What follows belongs to an exercise in optimizing a design on an open flow for small area, a short achievable clock period and few clock cycles per item; a production flow would make more cautious choices. In this exercise RTL edits were held to simulation tests only and were not proved equivalent to the original. No activity file was given, so power comes from the tool's default toggle rates.

## build 81
==> flow/design.v (excerpt) <==
module mmacc_main (
  input  wire logic        clk,
  input  wire logic        s_rst_n,
  input  wire logic        ld_en_i,
  input  wire logic [4:0]  ld_add_i,
  input  wire logic [15:0] ld_data_i,
  input  wire logic        cmd_avail_i,
  input  wire logic [1:0]  cmd_slot_i,
  input  wire logic [2:0]  cmd_rot_i,
  input  wire logic        res_avail_i,
  input  wire logic [15:0] res_i,
  output logic             cmd_enquiry_o,
  output logic             feed_vld_o,
  output logic [15:0]      feed_data_o,
  output logic             feed_sop_o,
  output logic             feed_eop_o,
  output logic             sxt_vld_o,
  output logic [15:0]      sxt_data_o,
  output logic             sxt_last_o,
  output logic [1:0]       sxt_slot_o,
  output logic             done_o,
  output logic [1:0]       done_slot_o,
  output logic [3:0]       error_o
);
  logic [1:0] t_slot [4];
  logic [2:0] t_sidx [4];            
  logic [1:0] wr_ptr;                
  logic [2:0] ifc;                   
  logic       tab_full;
  logic       cmd_take;
  logic       x_done;                
  assign tab_full = ifc[2];
  assign cmd_take = cmd_avail_i & ~tab_full;
  always_ff @(posedge clk) begin
    if (!s_rst_n) begin
      wr_ptr <= '0;
      ifc    <= '0;
    end else begin
      wr_ptr <= wr_ptr + 2'(cmd_take);
      ifc    <= ifc + 3'(cmd_take) - 3'(x_done);
    end
  end
  ...
export LEC_CHECK = 0
export CAP_MARGIN = 20
export CORE_MARGIN = 2
export CORE_UTILIZATION = 40
export CTS_CLUSTER_DIAMETER = 100
export CTS_CLUSTER_SIZE = 28
export SETUP_SLACK_MARGIN = 2.6
export SLEW_MARGIN = 20
create_clock -name core_clock -period 5.0 [get_ports {clk}]
run.sh (not shown) runs the stock make flow with config.mk's settings and CLKGATE_MAP_FILE= SYNTH_SCRIPT=/design/flow/synth_recipe.tcl, a recipe that flattens the netlist after the stock synthesis.
Build 81 finished all stages; the layout is clean.
Testbench counts of build 81, summed over its fixed seeds: cycles 2,958, items 256.
Here is what was changed in the inputs of build 54 compared with build 81.
- swapping 20 for 10 in CAP_MARGIN
- swapping 20 for 10 in SLEW_MARGIN
- swapping 2.6 for 2.5 in SETUP_SLACK_MARGIN
==> comparison <==
More vias were needed by build 81 than by build 54. Build 54 ends up with a peak clock frequency supported by timing that is 1.4% higher than in build 81. Build 54 -> build 81: starting utilization of the core area delta 0, exact match. Going from build 81 to build 54, number of design-rule violations left by the first detailed-router iteration shrank by a little under 10%. Build 54 vs build 81: count of plain and timing-repair buffers down by a little under 10%. Looking at worst hold slack across all endpoints across build 81 and build 54, the one that comes out lower is build 81. Build 81 reports its end point of the critical path as feed_data_o[15] while build 54 reports feed_data_o[14]. Relative to build 81, half-perimeter wire length of the detailed placement result decreased by about 1.1% in build 54. Cmp build 81 and build 54 / amount of wire on met2 after detailed routing / lower: build 81. Build 54 vs build 81 on sequential group share of total power: build 54 is the higher one. Compared with build 81, build 54 has extra setup slack. Via count of the first global-routing pass, build 81 and build 54: higher on build 81.
## Diff of input files: build 78 against build 54
- a change of SLEW_MARGIN from 10 to 20
- a change of CTS_CLUSTER_SIZE from 28 to 30
- a change of CTS_CLUSTER_DIAMETER from 100 to 60
- a change of CAP_MARGIN from 10 to 20
==> run notes <==
Shortest clock period the worst path allows after layout: build 78 worse than build 54
Having completed the whole flow, build 78 delivered a layout that passed the timing, design-rule and antenna checks.
Summary of build 78 over build 54: worst slew margin relative to its limit went down 2.4 points, detailed route wirelength on metal2 increased by about 0.8% relative to the old numbers.
Changes observed in build 78 relative to build 54: fraction of standard cell area in multi-input logic has decreased, wire length has increased.
In build 78, the number of stages on the worst setup path came out 2 above the value in build 54.
Build 78 consumes more power than build 54 does.
Switching power share of the total on build 78 is up relative to build 54.
When the final numbers for build 78 and build 54 were put side by side, the via count of the first global-routing pass turned out to be smaller in build 54.
Uppermost layer routed: met5 -> build 78, met4 -> build 54

* * *

Setup of lane 1:
mmacc_main again, from the RTL that the note above started with.
clock: 5.0 ns
lec_check: 0
cap_margin: 20
core_margin: 2
core_utilization: 40
cts_cluster_diameter: 80
cts_cluster_size: 24
setup_slack_margin: 2.5
slew_margin: 20
Testbench counts of lane 1, summed over its fixed seeds: cycles 2,958, items 256.
Modified inputs, lane 2 compared to lane 1
Settings: CTS_CLUSTER_DIAMETER removed (was 80); CTS_CLUSTER_SIZE removed (was 24); CORE_UTILIZATION changed from 40 to 60.
[summary]
- Between lane 2 and lane 1, the fmax is higher for lane 1.
- Lane 2: met2 demand-to-capacity share in global routing 17 points above lane 1
- In lane 2, the sequential share of power came out 4.5 points below the value in lane 1.
- Measured against each other, lane 2 and lane 1 differ in final wirelength, the lower figure coming from lane 2.
Here is what was changed in the inputs of lane 3 compared with lane 2.
Settings: CORE_UTILIZATION changed from 60 to 40; CTS_CLUSTER_DIAMETER newly set to 100; CTS_CLUSTER_SIZE newly set to 28.
==> run notes <==
Between lane 3 and lane 2, the maximum clock skew at final layout figures differ only marginally.
From lane 2 to lane 3 the numbers moved as follows: final routed wirelength across all metal layers now larger, synthesis-to-layout area growth now smaller, wire length of the first global-routing pass now larger, global routing usage summed across all routing layers now smaller, floorplan die area now larger.
Going from lane 2 to lane 3, time the final worst path needs with I/O delays and setup fell 0.071 ns; power lower.
Lane 3 vs. lane 2: switching portion of total power increased 2.0 points; HPWL after detailed placement shows an increase of about 2.3%; number of standard-cell rows in the floorplan picked up an extra about 23%.
Changes in lane 4 relative to lane 3:
Settings: setting TNS_END_PERCENT to 20 for the first time.
### Flow results
Lane 4: flow completed, timing, DRC and antenna clean. In summary, lane 3 completed successfully, with a layout that passed the timing, design-rule and antenna checks. Lane 4 and lane 3 ended up with nearly the same combinational power share. On lane 4: final core area utilization is 0.48 points lower than what lane 3 gave. Final weighted congestion of routability-driven global placement up 0.011 in lane 4 wrt lane 3. On fmax: between lane 4 and lane 3, it ends up lower for lane 4. On pin slew with the least headroom to its limit: between lane 4 and lane 3, it ends up higher for lane 4. As far as number of I/O pins goes, lane 3 and lane 4 are indistinguishable; the numbers are identical. Switching power of the nets: lane 4 > lane 3. On fraction of cell area in non-clock buffers, lane 3 tracks lane 4 almost exactly. Between lane 4 and lane 3, the sequential group share of total power figures differ only marginally. The run showing the smaller wire length is lane 3.
Changes in lane 5 relative to lane 4:
Settings: clearing CTS_CLUSTER_DIAMETER, which used to be 100; clearing TNS_END_PERCENT, which used to be 20; clearing CTS_CLUSTER_SIZE, which used to be 28; swapping 2.5 for 2.8 in SETUP_SLACK_MARGIN.
==> run notes <==
No stage failed in lane 5, and the final checks on the layout all came back clean. Between lane 5 and lane 4, it is lane 5 whose number of vias in the routed layout is higher, by 5.2%. Number of cells traversed by the worst hold path for lane 5: 1 up relative to lane 4. Comparing lane 4 and lane 5, the lower total power density per cell area is on lane 4.

## afterwards: timing with drivers on the ports
No port has a modelled driver above. Below, the same layouts with a new extraction and two added sets of constraints.
Step 1 (the two cells are an assumption about what drives the block):
set clk [get_ports {clk}]
set_driving_cell -lib_cell sky130_fd_sc_hd__clkbuf_16 $clk
set_driving_cell -lib_cell sky130_fd_sc_hd__buf_2 [delete_from_list [all_inputs] $clk]
Step 2 times the ports against the registers' clock, not the clock port: input delays grow and output delays shrink by t, the midpoint of the rising clock arrivals with the driver on.
a / b / c = ideal / step 1 / step 2; a / b = the first two.
| run | t (ns) | setup WS [ns] | cell pins on the clock port's net |
|---|---|---|---|
| build 81 | 0.694 | 2.449 / 2.449 / 1.803 | 1 |
| build 54 | 0.688 | 2.484 / 2.460 / 1.839 | 1 |
| build 78 | 0.675 | 2.461 / 2.461 / 1.819 | 1 |
| lane 1 | 0.656 | 2.451 / 2.468 / 1.833 | 1 |
| lane 2 | 0.674 | 2.414 / 2.414 / 1.786 | 1 |
| lane 3 | 0.688 | 2.484 / 2.460 / 1.839 | 1 |
| lane 4 | 0.702 | 2.304 / 2.241 / 1.646 | 1 |
| lane 5 | 0.676 | 2.421 / 2.421 / 1.879 | 1 |
After both steps every run listed still meets setup and hold. The setup slack of lane 4, which loses most, moves by -0.063 ns with the drivers and by -0.658 ns with both steps.
